What follows belongs to an exercise in optimizing a design on an open flow for small area and a short achievable clock period; a production flow would make more cautious choices.
Function was checked by simulation only, so behaviour that the tests miss may differ from the original.
Power is estimated from default activity; no workload was simulated.

== v6 ==
Design position_ledger, start of the top module:
module position_ledger #(
    parameter int SYMBOL_WIDTH = 32,
    parameter int VOLUME_WIDTH = 32,
    parameter int POS_WIDTH    = 48,
    parameter int NUM_SLOTS    = 16,
    parameter int SLOT_W       = $clog2(NUM_SLOTS)
) (
    input  wire logic                    clk,
    input  wire logic                    rst_n,
    input  wire logic                    upd_valid,
    input  wire logic [SYMBOL_WIDTH-1:0] upd_symbol,
    input  wire logic [VOLUME_WIDTH-1:0] upd_quantity,
    input  wire logic                    upd_side,
    input  wire logic [POS_WIDTH-2:0]    pos_limit,
    input  wire logic                    clear,
    input  wire logic                    qry_valid,
    input  wire logic [SYMBOL_WIDTH-1:0] qry_symbol,
    output logic                         qry_resp_valid,
    output logic                         qry_found,
    output logic [POS_WIDTH-1:0]         qry_position,
    output logic                         rpt_valid,
    output logic [SYMBOL_WIDTH-1:0]      rpt_symbol,
    output logic [POS_WIDTH-1:0]         rpt_position,
    output logic [SLOT_W-1:0]            rpt_slot,
    output logic                         rpt_breach,
    output logic                         table_full,
    output logic [SLOT_W:0]              used_slots,
    output logic [31:0]                  drop_count,
    output logic [31:0]                  breach_count
);
==> flow/config.mk <==
export PLATFORM = sky130hd
export DESIGN_NAME = position_ledger
export DESIGN_NICKNAME = position_ledger
export VERILOG_FILES = /design/flow/design.v
export SDC_FILE = /design/flow/constraint.sdc
export NUM_CORES = 4
export LEC_CHECK = 0
export CAP_MARGIN = 20
export CORE_MARGIN = 2
export CORE_UTILIZATION = 50
export SETUP_SLACK_MARGIN = 5
export SLEW_MARGIN = 20
==> flow/constraint.sdc <==
create_clock -name core_clock -period 13.0 [get_ports {clk}]
set_input_delay 2.6000 -clock core_clock [delete_from_list [all_inputs] [get_ports {clk}]]
set_output_delay 2.6000 -clock core_clock [all_outputs]
set_load 0.01 [all_outputs]
standard.sh (not shown) runs the stock make flow with config.mk's settings and CLKGATE_MAP_FILE= SYNTH_SCRIPT=/design/flow/synth_recipe.tcl, a recipe that flattens the netlist after the stock synthesis.
==> flow/flow/run.sh <==
#!/bin/bash
set -euo pipefail
MARGIN=8.3
EXTRA="MATCH_CELL_FOOTPRINT=0 'BUFFER_PORTS_ARGS=-buffer_cell sky130_fd_sc_hd__buf_2' 'CTS_ARGS=-sink_clustering_enable -repair_clock_nets -dont_use_dummy_load -buf_list sky130_fd_sc_hd__clkbuf_8'"
sed -E \
  -e "s/SETUP_SLACK_MARGIN=[^ ']+/SETUP_SLACK_MARGIN=${MARGIN}/" \
  -e "s/\"\\$\\{@:-finish\\}\"/${EXTRA} \"\${@:-finish}\"/" \
  standard.sh > standard_tight.sh
grep -q "SETUP_SLACK_MARGIN=${MARGIN}" standard_tight.sh
grep -q "dont_use_dummy_load" standard_tight.sh
bash standard_tight.sh > make_finish.log 2>&1
Setup changes, v6 to v7
Settings: a change of CAP_MARGIN from 20 to 15; a change of SLEW_MARGIN from 20 to 15.
- No stage failed in v7, and the final checks on the layout all came back clean.
- From v6 to v7 the numbers moved as follows: total via count after detailed routing has increased, detailed-route DRC error count barely changed, relative area change from synthesis to final layout went up 0.21 points, power went up, total track usage did not really move.
- The core utilization was comparable across v7 and v6.
- In terms of total power per unit cell area, v6 and v7 differ only marginally.

========
Another version of the RTL of position_ledger (not shown whole).
For scale: about 6,200 cells after synthesis, about 360 I/O pins, roughly 79,000 sq um of cells after synthesis.
==> flow/config.mk <==
export PLATFORM = sky130hd
export DESIGN_NAME = position_ledger
export DESIGN_NICKNAME = position_ledger
export VERILOG_FILES = /design/flow/design.v
export SDC_FILE = /design/flow/constraint.sdc
export NUM_CORES = 4
export LEC_CHECK = 0
export CAP_MARGIN = 20
export CORE_MARGIN = 2
export CORE_UTILIZATION = 65
export PLACE_DENSITY = 0.75
export SETUP_SLACK_MARGIN = 5
export SLEW_MARGIN = 20
==> flow/constraint.sdc <==
create_clock -name core_clock -period 13.0 [get_ports {clk}]
set_input_delay 2.6000 -clock core_clock [delete_from_list [all_inputs] [get_ports {clk}]]
set_output_delay 2.6000 -clock core_clock [all_outputs]
set_load 0.01 [all_outputs]
==> flow/flow/run.sh <==
#!/bin/bash
set -euo pipefail
sed -E 's/SETUP_SLACK_MARGIN=[^ ]+/SETUP_SLACK_MARGIN=8.3/' standard.sh > standard_tight.sh
grep -q 'SETUP_SLACK_MARGIN=8.3' standard_tight.sh
bash standard_tight.sh > make_finish.log 2>&1
The baseline ended with an error in global routing (5_1_grt) with GRT-0232.
Next try:
- CORE_UTILIZATION: 65 -> 40
- PLACE_DENSITY: 0.75 -> default
Outcome: Now the flow passed the timing, DRC and antenna checks. Synthesized area is unchanged. Synthesized cell count stays the same.
Next try:
==> flow/flow/run.sh (replaced) <==
#!/bin/bash
set -euo pipefail
MARGIN=8.3
sed -E \
  -e "s/SETUP_SLACK_MARGIN=[^ ']+/SETUP_SLACK_MARGIN=${MARGIN}/" \
  -e "s/\"\\$\\{@:-finish\\}\"/MATCH_CELL_FOOTPRINT=0 'BUFFER_PORTS_ARGS=-buffer_cell sky130_fd_sc_hd__buf_4' \"\${@:-finish}\"/" \
  standard.sh > standard_tight.sh
grep -q "SETUP_SLACK_MARGIN=${MARGIN}" standard_tight.sh
grep -q "MATCH_CELL_FOOTPRINT=0" standard_tight.sh
bash standard_tight.sh > make_finish.log 2>&1
After rerunning:
- count of clock-buffer cells in the layout goes down by 8
- cell area goes down by 10%
- via count goes down by 10%
- sequential share of layout area goes up by 5.1 points
- sequential power barely changes
- area after synthesis is unchanged
- worst setup slack gets better by 120 ps
- global-route usage goes down by 3.6 points

========
Setup of harbor:
position_ledger again, from the RTL that the note above started with.
Settings: LEC_CHECK=0, CAP_MARGIN=15, CORE_MARGIN=2, CORE_UTILIZATION=50, SETUP_SLACK_MARGIN=5, SLEW_MARGIN=15; clock period 13.0 ns.
==> flow/flow/run.sh <==
#!/bin/bash
set -euo pipefail
MARGIN=8.0
EXTRA="MATCH_CELL_FOOTPRINT=0 'BUFFER_PORTS_ARGS=-buffer_cell sky130_fd_sc_hd__buf_2' 'CTS_ARGS=-sink_clustering_enable -repair_clock_nets -dont_use_dummy_load -buf_list sky130_fd_sc_hd__clkbuf_8'"
sed -E \
  -e "s/SETUP_SLACK_MARGIN=[^ ']+/SETUP_SLACK_MARGIN=${MARGIN}/" \
  -e "s/\"\\$\\{@:-finish\\}\"/${EXTRA} \"\${@:-finish}\"/" \
  standard.sh > standard_tight.sh
grep -q "SETUP_SLACK_MARGIN=${MARGIN}" standard_tight.sh
grep -q "dont_use_dummy_load" standard_tight.sh
bash standard_tight.sh > make_finish.log 2>&1
harbor finished every step from synthesis to the final layout, and the layout passed the timing, DRC and antenna checks.
Input-level comparison between fjord and harbor:
# harbor
export LEC_CHECK = 0
export CAP_MARGIN = 15
export CORE_MARGIN = 2
export CORE_UTILIZATION = 50
export SETUP_SLACK_MARGIN = 5
export SLEW_MARGIN = 15
create_clock -name core_clock -period 13.0 [get_ports {clk}]
# fjord
export LEC_CHECK = 0
export CAP_MARGIN = 20
export CORE_MARGIN = 2
export CORE_UTILIZATION = 50
export SETUP_SLACK_MARGIN = 5
export SLEW_MARGIN = 20
create_clock -name core_clock -period 13.0 [get_ports {clk}]
-- flow/flow/run.sh --
<<< harbor, line 1
#!/bin/bash
set -euo pipefail
MARGIN=8.0
EXTRA="MATCH_CELL_FOOTPRINT=0 'BUFFER_PORTS_ARGS=-buffer_cell sky130_fd_sc_hd__buf_2' 'CTS_ARGS=-sink_clustering_enable -repair_clock_nets -dont_use_dummy_load -buf_list sky130_fd_sc_hd__clkbuf_8'"
sed -E \
>>> fjord, line 1
#!/bin/bash
set -euo pipefail
MARGIN=8.3
EXTRA="MATCH_CELL_FOOTPRINT=0 'BUFFER_PORTS_ARGS=-buffer_cell sky130_fd_sc_hd__buf_2' 'CTS_ARGS=-sink_clustering_enable -repair_clock_nets -dont_use_dummy_load -buf_list sky130_fd_sc_hd__clkbuf_8'"
sed -E \
--- outcome ---
Relative to harbor, fjord improves register-to-register slack. Layer carrying the most global-route usage = met1: harbor; layer carrying the most global-route usage = met2: fjord. The routed wire length of harbor and that of fjord are within noise of each other. Relative to harbor, the layout clock buffer count measured on fjord has decreased slightly. fjord ends up with lower shortest clock period the worst path allows after layout than harbor does. On met3 track demand over resource, the higher figure sits with harbor, not fjord. harbor → fjord: setup slack grew by 0.075 ns, power grew by about 0.3%, number of antenna violations at the first check in global routing grew by 3, critical-path maximum fanout shrank by 17. Diff harbor and fjord: finished layout cell area lower in harbor.
Relative to fjord, the following input files were edited for indigo:
# fjord
export LEC_CHECK = 0
export CAP_MARGIN = 20
export CORE_MARGIN = 2
export CORE_UTILIZATION = 50
export SETUP_SLACK_MARGIN = 5
export SLEW_MARGIN = 20
create_clock -name core_clock -period 13.0 [get_ports {clk}]
# indigo
export LEC_CHECK = 0
export CAP_MARGIN = 15
export CORE_MARGIN = 2
export CORE_UTILIZATION = 50
export SETUP_SLACK_MARGIN = 5
export SLEW_MARGIN = 15
create_clock -name core_clock -period 13.0 [get_ports {clk}]
-- flow/flow/run.sh --
<<< fjord, line 1
#!/bin/bash
set -euo pipefail
MARGIN=8.3
EXTRA="MATCH_CELL_FOOTPRINT=0 'BUFFER_PORTS_ARGS=-buffer_cell sky130_fd_sc_hd__buf_2' 'CTS_ARGS=-sink_clustering_enable -repair_clock_nets -dont_use_dummy_load -buf_list sky130_fd_sc_hd__clkbuf_8'"
sed -E \
>>> indigo, line 1
#!/bin/bash
set -euo pipefail
MARGIN=8.6
EXTRA="MATCH_CELL_FOOTPRINT=0 'BUFFER_PORTS_ARGS=-buffer_cell sky130_fd_sc_hd__buf_2' 'CTS_ARGS=-sink_clustering_enable -repair_clock_nets -dont_use_dummy_load -buf_list sky130_fd_sc_hd__clkbuf_8'"
sed -E \
==> summary.txt <==
Of fjord and indigo, the run reporting the lower number of diodes added for antenna fixing was indigo.
Cmp fjord and indigo / fraction of final layout cells sized beyond drive strength 1 / lower: fjord
Setup fix buffers added after clock tree synthesis was higher in the run labelled indigo.
indigo vs fjord: wire length of the first global-routing pass up in indigo
Looking only at worst hold-check slack, and setting everything else aside, the higher value of fjord and indigo goes to indigo.
Global-route usage: higher on indigo
Having completed the whole flow, indigo delivered a layout that passed the timing, DRC and antenna checks.
indigo: post-route minimum period 0.052 ns below fjord
indigo vs fjord: number of buffers outside the clock class in the layout up by more than 10%

## separate check: timing with driven ports
The results above use ideal ports. As a check the final layouts listed here were re-extracted and re-timed, cells and wires unchanged.
Step 1: set_driving_cell puts a clkbuf_16 on clk and a buf_2 on each other input, an assumption about the parent block.
Step 2 also shifts input and output timing later by t, the mid clock arrival at the registers, as if the neighbouring blocks saw the same clock.
a / b / c = no drivers / after step 1 / after step 2; a / b = the first two.
| run | t, ns | slack for setup (ns) | cell pins on the clock port's net |
|---|---|---|---|
| v6 | 1.089 | 8.173 / 8.112 / 7.119 | 1 |
| v7 | 1.103 | 8.131 / 8.040 / 7.143 | 1 |
| the second run of note 2 | 0.944 | 7.844 / 7.860 / 6.916 | 1 |
| the third run of note 2 | 0.930 | 7.969 / 7.947 / 7.016 | 1 |
| harbor | 1.067 | 7.865 / 7.911 / 6.844 | 1 |
| fjord | 1.074 | 7.941 / 7.971 / 6.898 | 1 |
| indigo | 1.111 | 7.993 / 8.005 / 6.895 | 1 |
After both steps every run listed still meets setup and hold. For indigo, which loses most, drivers alone change the setup slack by +0.012 ns; drivers and shift together by -1.098 ns.
